Background: an optimization exercise with open tools, aiming at small area. Do not read the settings as production practice.
In this exercise RTL edits were held to simulation tests only and were not proved equivalent to the original.
Power and IR drop assume default switching activity.

File: design/flow/config.mk
export PLATFORM = sky130hd
export DESIGN_NAME = riscvTop
export DESIGN_NICKNAME = riscvTop
export VERILOG_FILES = /design/flow/design.v
export SDC_FILE = /design/flow/constraint.sdc
export NUM_CORES = 4
export LEC_CHECK = 0
export CAP_MARGIN = 20
export CORE_MARGIN = 2
export CORE_UTILIZATION = 40
export SLEW_MARGIN = 20
File: design/flow/constraint.sdc
create_clock -name core_clock -period 7.0 [get_ports {CLK}]
set_input_delay 1.4000 -clock core_clock [delete_from_list [all_inputs] [get_ports {CLK}]]
set_output_delay 1.4000 -clock core_clock [all_outputs]
set_load 0.01 [all_outputs]
File: design/flow/design.v
`timescale 1ns/1ps
package riscvPkg;
   localparam int addrWidth = 12;
   localparam logic [6:0] opLui    = 7'b0110111;
   localparam logic [6:0] opJal    = 7'b1101111;
   localparam logic [6:0] opBranch = 7'b1100011;
   localparam logic [6:0] opLoad   = 7'b0000011;
   localparam logic [6:0] opStore  = 7'b0100011;
   localparam logic [6:0] opImm    = 7'b0010011;
   localparam logic [6:0] opReg    = 7'b0110011;
   localparam logic [6:0] opSystem = 7'b1110011;
   localparam logic [3:0] aluAdd   = 4'd0;
   localparam logic [3:0] aluSub   = 4'd1;
   localparam logic [3:0] aluAnd   = 4'd2;
   localparam logic [3:0] aluOr    = 4'd3;
   localparam logic [3:0] aluXor   = 4'd4;
   localparam logic [3:0] aluSlt   = 4'd5;
   localparam logic [3:0] aluSll   = 4'd6;
   localparam logic [3:0] aluSrl   = 4'd7;
   localparam logic [3:0] aluPassB = 4'd8;   
   localparam logic [1:0] rwAlu  = 2'd0;
   localparam logic [1:0] rwMem  = 2'd1;
   localparam logic [1:0] rwLink = 2'd2;
   localparam logic [1:0] fwdNone = 2'd0;
   localparam logic [1:0] fwdMem  = 2'd1;
   localparam logic [1:0] fwdWb   = 2'd2;
   localparam logic [31:0] nopInstr  = 32'h0000_0013;   
   localparam logic [31:0] haltInstr = 32'h0010_0073;   
   typedef union packed {
      struct packed {
         logic [6:0] funct7;
         logic [4:0] rs2;
         logic [4:0] rs1;
         logic [2:0] funct3;
         logic [4:0] rd;
         logic [6:0] opcode;
      } r;
      struct packed {
         logic [11:0] imm;
         logic [4:0]  rs1;
         logic [2:0]  funct3;
         logic [4:0]  rd;
         logic [6:0]  opcode;
      } i;
      struct packed {
         logic [6:0] immHi;
         logic [4:0] rs2;
         logic [4:0] rs1;
         logic [2:0] funct3;
         logic [4:0] immLo;
         logic [6:0] opcode;
      } s;
      struct packed {
         logic       imm12;
         logic [5:0] imm10_5;
         logic [4:0] rs2;
         logic [4:0] rs1;
         logic [2:0] funct3;
         logic [3:0] imm4_1;
         logic       imm11;
         logic [6:0] opcode;
      } b;
      struct packed {
         logic [19:0] imm;
         logic [4:0]  rd;
         logic [6:0]  opcode;
      } u;
      struct packed {
         logic       imm20;
         logic [9:0] imm10_1;
         logic       imm11;
         logic [7:0] imm19_12;
         logic [4:0] rd;
         logic [6:0] opcode;
      } j;
   } instrWord_u;
endpackage
`timescale 1ns/1ps
module fetchUnit (
   input  logic                           CLK,
   input  logic                           RSTn,
   input  logic                           stall,
   input  logic                           redirect,
   input  logic [31:0]                    redirectPc,
   output logic                           iMemCsn,
   output logic [riscvPkg::addrWidth-1:0] iMemAddr,
   input  logic [31:0]                    iMemData,
   output riscvPkg::instrWord_u           instrId,
   output logic [31:0]                    pcId,
   output logic                           validId
);
   logic [31:0] pc;
   logic        csnReg;
   assign iMemCsn  = csnReg;
   assign iMemAddr = pc[riscvPkg::addrWidth-1:0];   
   always_ff @(posedge CLK) begin
      if (RSTn) begin
         pc      <= 32'd0;
         csnReg  <= 1'b1;
         instrId <= riscvPkg::nopInstr;
         validId <= 1'b0;
      end else begin
         csnReg <= 1'b0;
         if (redirect) begin
            pc      <= redirectPc;
            instrId <= riscvPkg::nopInstr;
            validId <= 1'b0;
         end else if (!stall && !csnReg) begin
            pc      <= pc + 32'd4;
            instrId <= iMemData;
            pcId    <= pc;
            validId <= 1'b1;
         end
      end
   end
endmodule
`timescale 1ns/1ps
module instrDecode (
   input  logic                 CLK,
   input  logic                 RSTn,
   input  riscvPkg::instrWord_u instrId,
   input  logic [31:0]          pcId,
   input  logic                 validId,
   input  logic                 flush,
   input  logic [31:0]          rfRd1,
   input  logic [31:0]          rfRd2,
   input  logic                 wbWe,
   input  logic [4:0]           wbWa,
   input  logic [31:0]          wbWd,
   output logic [4:0]           rfRa1,
   output logic [4:0]           rfRa2,
   output logic                 stall,
   output logic                 exValid,
   output logic [31:0]          exPc,
   output logic [4:0]           exRs1,
   output logic [4:0]           exRs2,
   output logic [31:0]          exOp1,
   output logic [31:0]          exOp2,
   output logic [31:0]          exImm,
   output logic [3:0]           exAluOp,
   output logic                 exSrcPc,
   output logic                 exSrcImm,
   output logic                 exMemRead,
   output logic                 exMemWrite,
   output logic [1:0]           exRwSrc,
   output logic                 exRegWrite,
   output logic [4:0]           exWa,
   output logic                 exBranch,
   output logic                 exBranchNe,
   output logic                 exJump,
   output logic                 exHalt
);
   logic [6:0]  opcode;
   logic        useRs1, useRs2, bubble;
   logic [31:0] imm, rd1, rd2;
   logic [3:0]  aluSel, aluOp;
   logic [1:0]  rwSrc;
   logic        srcPc, srcImm, memRead, memWrite, regWrite, branch, jump, isHalt;
   assign opcode = instrId.r.opcode;
   assign useRs1 = !(opcode == riscvPkg::opLui || opcode == riscvPkg::opJal);
   assign useRs2 = (opcode == riscvPkg::opReg || opcode == riscvPkg::opStore ||
                   opcode == riscvPkg::opBranch);
   assign rfRa1  = useRs1 ? instrId.r.rs1 : 5'd0;   
   assign rfRa2  = useRs2 ? instrId.r.rs2 : 5'd0;
   assign rd1 = (wbWe && wbWa == rfRa1) ? wbWd : rfRd1;
   assign rd2 = (wbWe && wbWa == rfRa2) ? wbWd : rfRd2;
   assign stall = validId && exMemRead &&
                  ((rfRa1 != 5'd0 && exWa == rfRa1) || (rfRa2 != 5'd0 && exWa == rfRa2));
   assign bubble = flush || stall || !validId;
   always_comb begin
      case (opcode)
         riscvPkg::opStore: imm = {{20{instrId.s.immHi[6]}}, instrId.s.immHi, instrId.s.immLo};
         riscvPkg::opBranch: imm = {{20{instrId.b.imm12}}, instrId.b.imm11, instrId.b.imm10_5,
                          instrId.b.imm4_1, 1'b0};
         riscvPkg::opLui: imm = {instrId.u.imm, 12'd0};
         riscvPkg::opJal: imm = {{12{instrId.j.imm20}}, instrId.j.imm19_12, instrId.j.imm11,
                       instrId.j.imm10_1, 1'b0};
         default: imm = {{20{instrId.i.imm[11]}}, instrId.i.imm};
      endcase
   end
   always_comb begin
      case (instrId.r.funct3)
         3'b001: aluSel = riscvPkg::aluSll;
         3'b010: aluSel = riscvPkg::aluSlt;
         3'b100: aluSel = riscvPkg::aluXor;
         3'b101: aluSel = riscvPkg::aluSrl;
         3'b110: aluSel = riscvPkg::aluOr;
         3'b111: aluSel = riscvPkg::aluAnd;
         default: aluSel = (opcode == riscvPkg::opReg && instrId.r.funct7[5]) ? riscvPkg::aluSub : riscvPkg::aluAdd;
      endcase
   end
   always_comb begin
      aluOp    = riscvPkg::aluAdd;
      rwSrc    = riscvPkg::rwAlu;
      srcPc    = 1'b0;
      srcImm   = 1'b1;
      memRead  = 1'b0;
      memWrite = 1'b0;
      regWrite = 1'b0;
      branch   = 1'b0;
      jump     = 1'b0;
      isHalt   = 1'b0;
      case (opcode)
         riscvPkg::opReg: begin
            aluOp    = aluSel;
            srcImm   = 1'b0;
            regWrite = 1'b1;
         end
         riscvPkg::opImm: begin
            aluOp    = aluSel;
            regWrite = 1'b1;
         end
         riscvPkg::opLui: begin
            aluOp    = riscvPkg::aluPassB;
            regWrite = 1'b1;
         end
         riscvPkg::opLoad: begin
            memRead  = 1'b1;
            rwSrc    = riscvPkg::rwMem;
            regWrite = 1'b1;
         end
         riscvPkg::opStore: memWrite = 1'b1;
         riscvPkg::opBranch: begin
            srcPc  = 1'b1;   
            branch = 1'b1;
         end
         riscvPkg::opJal: begin
            srcPc    = 1'b1;
            jump     = 1'b1;
            rwSrc    = riscvPkg::rwLink;
            regWrite = 1'b1;
         end
         riscvPkg::opSystem: isHalt = (instrId == riscvPkg::haltInstr);
         default: ;
      endcase
   end
   always_ff @(posedge CLK) begin
      if (RSTn || bubble) begin
         exValid    <= 1'b0;
         exMemRead  <= 1'b0;
         exMemWrite <= 1'b0;
         exRegWrite <= 1'b0;
         exBranch   <= 1'b0;
         exJump     <= 1'b0;
         exHalt     <= 1'b0;
      end else begin
         exValid    <= 1'b1;
         exMemRead  <= memRead;
         exMemWrite <= memWrite;
         exRegWrite <= regWrite && (instrId.r.rd != 5'd0);
         exBranch   <= branch;
         exJump     <= jump;
         exHalt     <= isHalt;
      end
      exPc       <= pcId;
      exRs1      <= rfRa1;
      exRs2      <= rfRa2;
      exOp1      <= rd1;
      exOp2      <= rd2;
      exImm      <= imm;
      exAluOp    <= aluOp;
      exSrcPc    <= srcPc;
      exSrcImm   <= srcImm;
      exRwSrc    <= rwSrc;
      exWa       <= instrId.r.rd;
      exBranchNe <= instrId.r.funct3[0];
   end
endmodule
`timescale 1ns/1ps
module execUnit (
   input  logic                           CLK,
   input  logic                           RSTn,
   input  logic                           exValid,
   input  logic [31:0]                    exPc,
   input  logic [4:0]                     exRs1,
   input  logic [4:0]                     exRs2,
   input  logic [31:0]                    exOp1,
   input  logic [31:0]                    exOp2,
   input  logic [31:0]                    exImm,
   input  logic [3:0]                     exAluOp,
   input  logic                           exSrcPc,
   input  logic                           exSrcImm,
   input  logic                           exMemRead,
   input  logic                           exMemWrite,
   input  logic [1:0]                     exRwSrc,
   input  logic                           exRegWrite,
   input  logic [4:0]                     exWa,
   input  logic                           exBranch,
   input  logic                           exBranchNe,
   input  logic                           exJump,
   input  logic                           exHalt,
   input  logic                           wbWe,
   input  logic [4:0]                     wbWa,
   input  logic [31:0]                    wbWd,
   output logic                           redirect,
   output logic [31:0]                    redirectPc,
   output logic                           dMemCsn,
   output logic                           dMemWen,
   output logic [riscvPkg::addrWidth-1:0] dMemAddr,
   output logic [31:0]                    dMemDout,
   output logic                           memValid,
   output logic                           memRegWrite,
   output logic [4:0]                     memWa,
   output logic [1:0]                     memRwSrc,
   output logic [31:0]                    memResult,
   output logic [31:0]                    memLink,
   output logic                           memHalt
);
   logic [1:0]  fwdA, fwdB;
   logic [31:0] rs1Val, rs2Val, memFwd, opA, opB, aluRes, memStore;
   logic        memRead, memWrite, taken;
   function automatic logic [1:0] fwdSel(input logic [4:0] rs);
      if (memRegWrite && memRwSrc != riscvPkg::rwMem && memWa == rs)
         fwdSel = riscvPkg::fwdMem;
      else if (wbWe && wbWa == rs)
         fwdSel = riscvPkg::fwdWb;
      else
         fwdSel = riscvPkg::fwdNone;
   endfunction
   function automatic logic [31:0] fwdVal(input logic [1:0] sel, input logic [31:0] regVal);
      case (sel)
         riscvPkg::fwdMem: fwdVal = memFwd;
         riscvPkg::fwdWb: fwdVal = wbWd;
         default: fwdVal = regVal;
      endcase
   endfunction
   assign memFwd = (memRwSrc == riscvPkg::rwLink) ? memLink : memResult;
   always_comb begin
      fwdA   = fwdSel(exRs1);
      fwdB   = fwdSel(exRs2);
      rs1Val = fwdVal(fwdA, exOp1);
      rs2Val = fwdVal(fwdB, exOp2);
   end
   assign opA = exSrcPc ? exPc : rs1Val;
   assign opB = exSrcImm ? exImm : rs2Val;
   always_comb begin
      case (exAluOp)
         riscvPkg::aluAdd: aluRes = opA + opB;
         riscvPkg::aluSub: aluRes = opA - opB;
         riscvPkg::aluAnd: aluRes = opA & opB;
         riscvPkg::aluOr: aluRes = opA | opB;
         riscvPkg::aluXor: aluRes = opA ^ opB;
         riscvPkg::aluSlt: aluRes = {31'd0, $signed(opA) < $signed(opB)};
         riscvPkg::aluSll: aluRes = opA << opB[4:0];
         riscvPkg::aluSrl: aluRes = opA >> opB[4:0];
         riscvPkg::aluPassB: aluRes = opB;
         default: aluRes = 32'd0;
      endcase
   end
   assign taken      = exBranch && ((rs1Val == rs2Val) != exBranchNe);
   assign redirect   = exValid && (exJump || taken);
   assign redirectPc = aluRes;   
   always_ff @(posedge CLK) begin
      if (RSTn) begin
         memValid    <= 1'b0;
         memRegWrite <= 1'b0;
         memRead     <= 1'b0;
         memWrite    <= 1'b0;
         memHalt     <= 1'b0;
      end else begin
         memValid    <= exValid;
         memRegWrite <= exRegWrite;
         memRead     <= exMemRead;
         memWrite    <= exMemWrite;
         memHalt     <= exHalt;
      end
      memWa     <= exWa;
      memRwSrc  <= exRwSrc;
      memResult <= aluRes;
      memLink   <= exPc + 32'd4;
      memStore  <= rs2Val;
   end
   assign dMemCsn  = !(memRead || memWrite);
   assign dMemWen  = !memWrite;
   assign dMemAddr = memResult[riscvPkg::addrWidth+1:2];
   assign dMemDout = memStore;
endmodule
`timescale 1ns/1ps
module writeBack (
   input  logic        CLK,
   input  logic        RSTn,
   input  logic        memValid,
   input  logic        memRegWrite,
   input  logic [4:0]  memWa,
   input  logic [1:0]  memRwSrc,
   input  logic [31:0] memResult,
   input  logic [31:0] memLink,
   input  logic        memHalt,
   input  logic [31:0] dMemData,
   output logic        rfWe,
   output logic [4:0]  rfWa,
   output logic [31:0] rfWd,
   output logic        halt,
   output logic [31:0] numInst
);
   logic        wbValid, wbRegWrite, wbHalt, haltSeen;
   logic [1:0]  wbRwSrc;
   logic [31:0] wbResult, wbLoad, wbLink;
   always_ff @(posedge CLK) begin
      if (RSTn) begin
         wbValid    <= 1'b0;
         wbRegWrite <= 1'b0;
         wbHalt     <= 1'b0;
         haltSeen   <= 1'b0;
         numInst    <= 32'd0;
      end else begin
         wbValid    <= memValid;
         wbRegWrite <= memRegWrite;
         wbHalt     <= memHalt;
         haltSeen   <= haltSeen || halt;
         if (memValid && !halt)
            numInst <= numInst + 32'd1;   
      end
      rfWa     <= memWa;
      wbRwSrc  <= memRwSrc;
      wbResult <= memResult;
      wbLoad   <= dMemData;
      wbLink   <= memLink;
   end
   assign halt = haltSeen || (wbValid && wbHalt);
   assign rfWe = wbRegWrite && !halt;
   always_comb begin
      case (wbRwSrc)
         riscvPkg::rwAlu: rfWd = wbResult;
         riscvPkg::rwMem: rfWd = wbLoad;
         riscvPkg::rwLink: rfWd = wbLink;
         default: rfWd = 32'd0;
      endcase
   end
endmodule
`timescale 1ns/1ps
module riscvTop (
   input  logic                           CLK,
   input  logic                           RSTn,
   output logic                           iMemCsn,
   output logic [riscvPkg::addrWidth-1:0] iMemAddr,   
   input  logic [31:0]                    iMemData,
   output logic                           dMemCsn,
   output logic [riscvPkg::addrWidth-1:0] dMemAddr,   
   output logic [31:0]                    dMemDout,
   input  logic [31:0]                    dMemData,
   output logic                           dMemWen,
   output logic                           rfWe,
   output logic [4:0]                     rfRa1,
   output logic [4:0]                     rfRa2,
   output logic [4:0]                     rfWa,
   input  logic [31:0]                    rfRd1,
   input  logic [31:0]                    rfRd2,
   output logic [31:0]                    rfWd,
   output logic                           halt,
   output logic [31:0]                    numInst
);
   riscvPkg::instrWord_u  instrId;
   logic [31:0] pcId, redirectPc;
   logic        validId, stall, redirect;
   logic [31:0] exPc, exOp1, exOp2, exImm;
   logic [4:0]  exRs1, exRs2, exWa;
   logic [3:0]  exAluOp;
   logic [1:0]  exRwSrc;
   logic        exValid, exSrcPc, exSrcImm, exMemRead, exMemWrite, exRegWrite;
   logic        exBranch, exBranchNe, exJump, exHalt;
   logic [31:0] memResult, memLink;
   logic [4:0]  memWa;
   logic [1:0]  memRwSrc;
   logic        memValid, memRegWrite, memHalt;
   fetchUnit uFetch (
      .CLK, .RSTn, .stall, .redirect, .redirectPc,
      .iMemCsn, .iMemAddr, .iMemData, .instrId, .pcId, .validId
   );
   instrDecode uDecode (
      .CLK, .RSTn, .instrId, .pcId, .validId, .flush(redirect),
      .rfRd1, .rfRd2, .wbWe(rfWe), .wbWa(rfWa), .wbWd(rfWd), .rfRa1, .rfRa2, .stall,
      .exValid, .exPc, .exRs1, .exRs2, .exOp1, .exOp2, .exImm,
      .exAluOp, .exSrcPc, .exSrcImm, .exMemRead, .exMemWrite, .exRwSrc, .exRegWrite,
      .exWa, .exBranch, .exBranchNe, .exJump, .exHalt
   );
   execUnit uExec (
      .CLK, .RSTn, .exValid, .exPc, .exRs1, .exRs2, .exOp1, .exOp2, .exImm,
      .exAluOp, .exSrcPc, .exSrcImm, .exMemRead, .exMemWrite, .exRwSrc, .exRegWrite,
      .exWa, .exBranch, .exBranchNe, .exJump, .exHalt,
      .wbWe(rfWe), .wbWa(rfWa), .wbWd(rfWd), .redirect, .redirectPc,
      .dMemCsn, .dMemWen, .dMemAddr, .dMemDout,
      .memValid, .memRegWrite, .memWa, .memRwSrc, .memResult, .memLink, .memHalt
   );
   writeBack uWriteBack (
      .CLK, .RSTn, .memValid, .memRegWrite, .memWa, .memRwSrc, .memResult, .memLink,
      .memHalt, .dMemData, .rfWe, .rfWa, .rfWd, .halt, .numInst
   );
endmodule
File: design/flow/run.sh
#!/bin/bash
# synth_recipe.tcl (not shown) runs the flow's synth.tcl, then flattens the netlist and writes it again
# the make line also repeats each setting of config.mk as NAME=value (left out here)
make -C /OpenROAD-flow-scripts/flow DESIGN_CONFIG=/design/flow/config.mk WORK_HOME=/design/flow/orfs CLKGATE_MAP_FILE= SYNTH_SCRIPT=/design/flow/synth_recipe.tcl finish
==> metrics.cfg <==
[synth]
synthTopCellsByArea = dfxtp_1 (34%), mux2i_1 (6.0%), nor2_1 (4.7%)
syn_area_per_cell_um2 = 8.92
ys_types = 112
syn_inst = 3102
ys_ff_latch = 504
synthXorXnorAreaFrac = 0.0526
ys_top_cells_by_count = dfxtp_1 (472), nor2_1 (344), nand2_1 (282)
synthMuxAreaShare = 0.103
synth.most_common_cell = dfxtp_1
yosysSeqAreaShare = 0.376
yosys_most_used_dff = dfxtp_1
yosys.area_share.simple = 0.170
synthArstFlopShare = 0
synth_compound_area_frac = 0.192
syn_area_um2 = 27700
synth_edf_count = 32
synthAdderAreaFrac = 0.0467
synthesis.nets = 3334
ys_warn_count = 4
synth_top_family_by_area = compound AO/OA/AOI/OAI gates
yosysTopAreaCellShare = 0.341
synth_top_area_cell = dfxtp_1

[detailed_routing]
via_count = 26000
dr.pass1.iters = 6
drt-vias-per-instance = 6.02
routedWlPerCell_um = 30.3
antenna_left = 0
routed_wl_um = 131000
drc = 0
drt_iter0_drc = 2799

[power_and_ir_drop]
switching_share = 0.333
pwr-share-clk = 0.353
seqPwrFrac = 0.384
pwr_density_cell_nw_per_um2 = 260
internal_power_mw = 5.78
p_total_mw = 8.67
pwr-share-comb = 0.262
leakagePower_nw = 13.5
ir_worst_vdd_uv = 198
p_sw_mw = 2.89

[critical_path]
crit_path_end_kind = flop
crit_buf_inv = 2
critPathKind = reg2reg
critPathLaunchType = flop
slowest_stage = o221ai_1
critPathArrivalTime_ns = 7.00
worstPathRequired_ns = 7.54
worstPathCellList = xnor2_2 > nand4_2 > nor2_2 > nand2_2 > o221ai_1 > nor2_1 > a21oi_1 > inv_1 > ha_1 > nand2b_1 > a21oi_1 > nor2_1 > and3_1 > nor3_1 > buf_4 > o41a_1 > nor2_1 > o41ai_1 > o211a_1 > or4_1 > a22o_1
slowest_delay_ns = 0.74
cp_common_cell = nor2_1
critPathMaxFanout = 12
critPathTopFamily = compound AO/OA/AOI/OAI gates

[clock_network]
clock-sinks = 504
clock_latency_ns = 0.64
htreeDepth = 2
cts_post_setup_buffers_inserted = 0
cts-root-buf = clkbuf_16
cts-buffers-inserted = 54
cts_resized = 0
clkTransAtPathRegs_ns = 0.09
cts_tree = built
holdBufCountCts = 0
max-clock-path-buffers = 3

[timing]
period_needed_ns = 6.46
worstMarginPinSlew_ns = 1.22
max_freq_ghz = 0.155
setup_tns_ns = 0
rsz0062_at_grt = false
finalCritPeriodShare = 0.923
clock_skew_ns = 0.0568
slew_violations = 0
hold_ws_ns = 0.338
hold_viol = 0
setup_violations = 0
slew_headroom = 0.181

[worst_hold_path]
min-delay-path-class = reg2reg

[floorplanning]
dieArea_um2 = 71300
initial_core_util = 0.403
die_w_um = 267
fp-row-count = 96
coreArea_um2 = 68600
die_y_um = 267
ioPinCount = 270

[flow_run]
maxCapViolations = 0

[final_layout]
fillCellCount = 6441
drive_gt1_frac = 0.124
areaGrowthSynthToFinish_pct = 20.5
finalNetCount = 3572

[global_route]
grt_overflow = 0
grt_max_degree = 49
grt_pass1_vias = 25000
gr-usage-all-layers = 0.358
antenna_found_initial = 9
grt_pass1_wl_um = 184000

[place]
dp_hpwl_um = 103000
portBuffers = 269
gp_congestion = 0.998

[run_status]
status = timing/DRC/antenna clean

## kinds of logic after synthesis
group	after synthesis
flops	504
compound gates	707
mux	266
xor+xnor	162
simple gates	1009
fa+ha+maj	102
buf+inv	352
## registers in the layout, indices dropped and copies added (netlist names), 2 cells and up
register / cells
uWriteBack.numInst: 32
uDecode.exWa: 5
uDecode.exImm: 32
uDecode.exPc: 32
uWriteBack.rfWa: 5
uFetch.pcId: 32
uExec.memLink: 32
uFetch.instrId: 32
uExec.memStore: 32
uDecode.exRwSrc: 2
uDecode.exOp2: 32
uDecode.exOp1: 32
uDecode.exAluOp: 4
uExec.memResult: 32
uWriteBack.wbResult: 32
uDecode.exRs1: 5
uWriteBack.wbLoad: 32
uFetch.pc: 32
uWriteBack.wbLink: 32
uWriteBack.wbRwSrc: 2
uExec.memRwSrc: 2
uDecode.exRs2: 5
uExec.memWa: 5
## worst paths after layout
path                               from  cells past startpoint                   endpoint  slack, ns
max reg2reg  uWriteBack.rfWa[1]$_DFF_P_                     21  uFetch.pc[0]$_SDFFE_PP0P_       0.54
min reg2reg    uFetch.pcId[8]$_DFFE_PP_                      0    uDecode.exPc[8]$_DFF_P_       0.34
max          uWriteBack.rfWa[1]$_DFF_P_                     21  uFetch.pc[0]$_SDFFE_PP0P_       0.54
min            uFetch.pcId[8]$_DFFE_PP_                      0    uDecode.exPc[8]$_DFF_P_       0.34
## layer usage
metal  wire length, um  part of all wire  track usage  up-vias
met3             10000             0.077       0.0540      242
met2             58600              0.45        0.572     1360
met4              6270             0.048        0.156        4
met1             55900              0.43        0.479    12800
met5                27           0.00021            0        -
li1                  -                 -            -    11600
## power by group through the flow
stage | sequential [mW] | clock [mW] | combinational [mW]
5_1_grt | 3.35 | 3.22 | 2.36
6_report | 3.33 | 3.06 | 2.27
3_5_place_dp | 3.39 | 0 | 2.20
3_3_place_gp | 3.39 | 0 | 2.21
4_1_cts | 3.33 | 3.10 | 2.22
2_1_floorplan | 3.26 | 0 | 1.22
## final cells by class
cell class | count | area, um^2 | share of cell area
antenna | 3 | 7.51 | 0.000225
clock buffer | 76 | 1610 | 0.0483
clock inverter | 23 | 305 | 0.00916
inverter | 141 | 529 | 0.0159
multi-input combinational | 2246 | 15700 | 0.471
sequential | 504 | 10400 | 0.312
tap | 931 | 1160 | 0.0349
timing repair buffer | 393 | 3620 | 0.108
## placed cells by master, fill, tap and decap left out, drive strengths merged, types with 21 or more instances in the layout
cell	count
o22ai	28
nor4	23
and3	38
mux2i	171
mux2	95
nand4	34
nand3	85
a221oi	39
dfxtp	472
nor2	346
xor2	62
nor3	75
edfxtp	32
a22oi	24
o31ai	49
a21o	32
clkdlybuf4s50	268
or3	26
o221ai	56
ha	100
o211ai	21
clkbuf	76
buf	125
inv	140
o21ai	128
xnor2	100
and2	22
nand2	286
a22o	22
a21oi	127
## metrics by stage
step,cell area (um^2),std cells,utilization,worst slack [ns]
finish,33300,4317,0.486,0.538
global route,33300,4316,0.486,0.358
CTS,33300,4314,0.486,0.719
detailed placement,31400,4215,0.458,0.720
global placement,31400,4214,0.458,0.779
floorplan,27700,3102,-,1.70

[port drivers added, routing unchanged]
In the flow no input, the clock included, has a driving cell. The finished layout below was timed again as built, in two steps. Step 1 sets driving cells, clkbuf_16 on the clock port and buf_2 on the other inputs (assumed; they add their load-dependent delay and slew). Step 2 times the ports against the registers' clock, not the clock port: input delays grow and output delays shrink by t, the midpoint of the rising clock arrivals with the driver on. Three values: ideal ports, drivers, drivers and shift; two values: the first two.
t, ns: 0.677
setup slack, ns: 0.538 / 0.538 / 0.538
hold WS [ns]: 0.338 / 0.338 / 0.338
clock arrival spread, ns: 0.060 / 0.060
cell pins on the clock port's net: 1
After both steps setup and hold are still met in this run. The setup slack of this run moves by 0.000 ns with the drivers and by 0.000 ns with both steps.
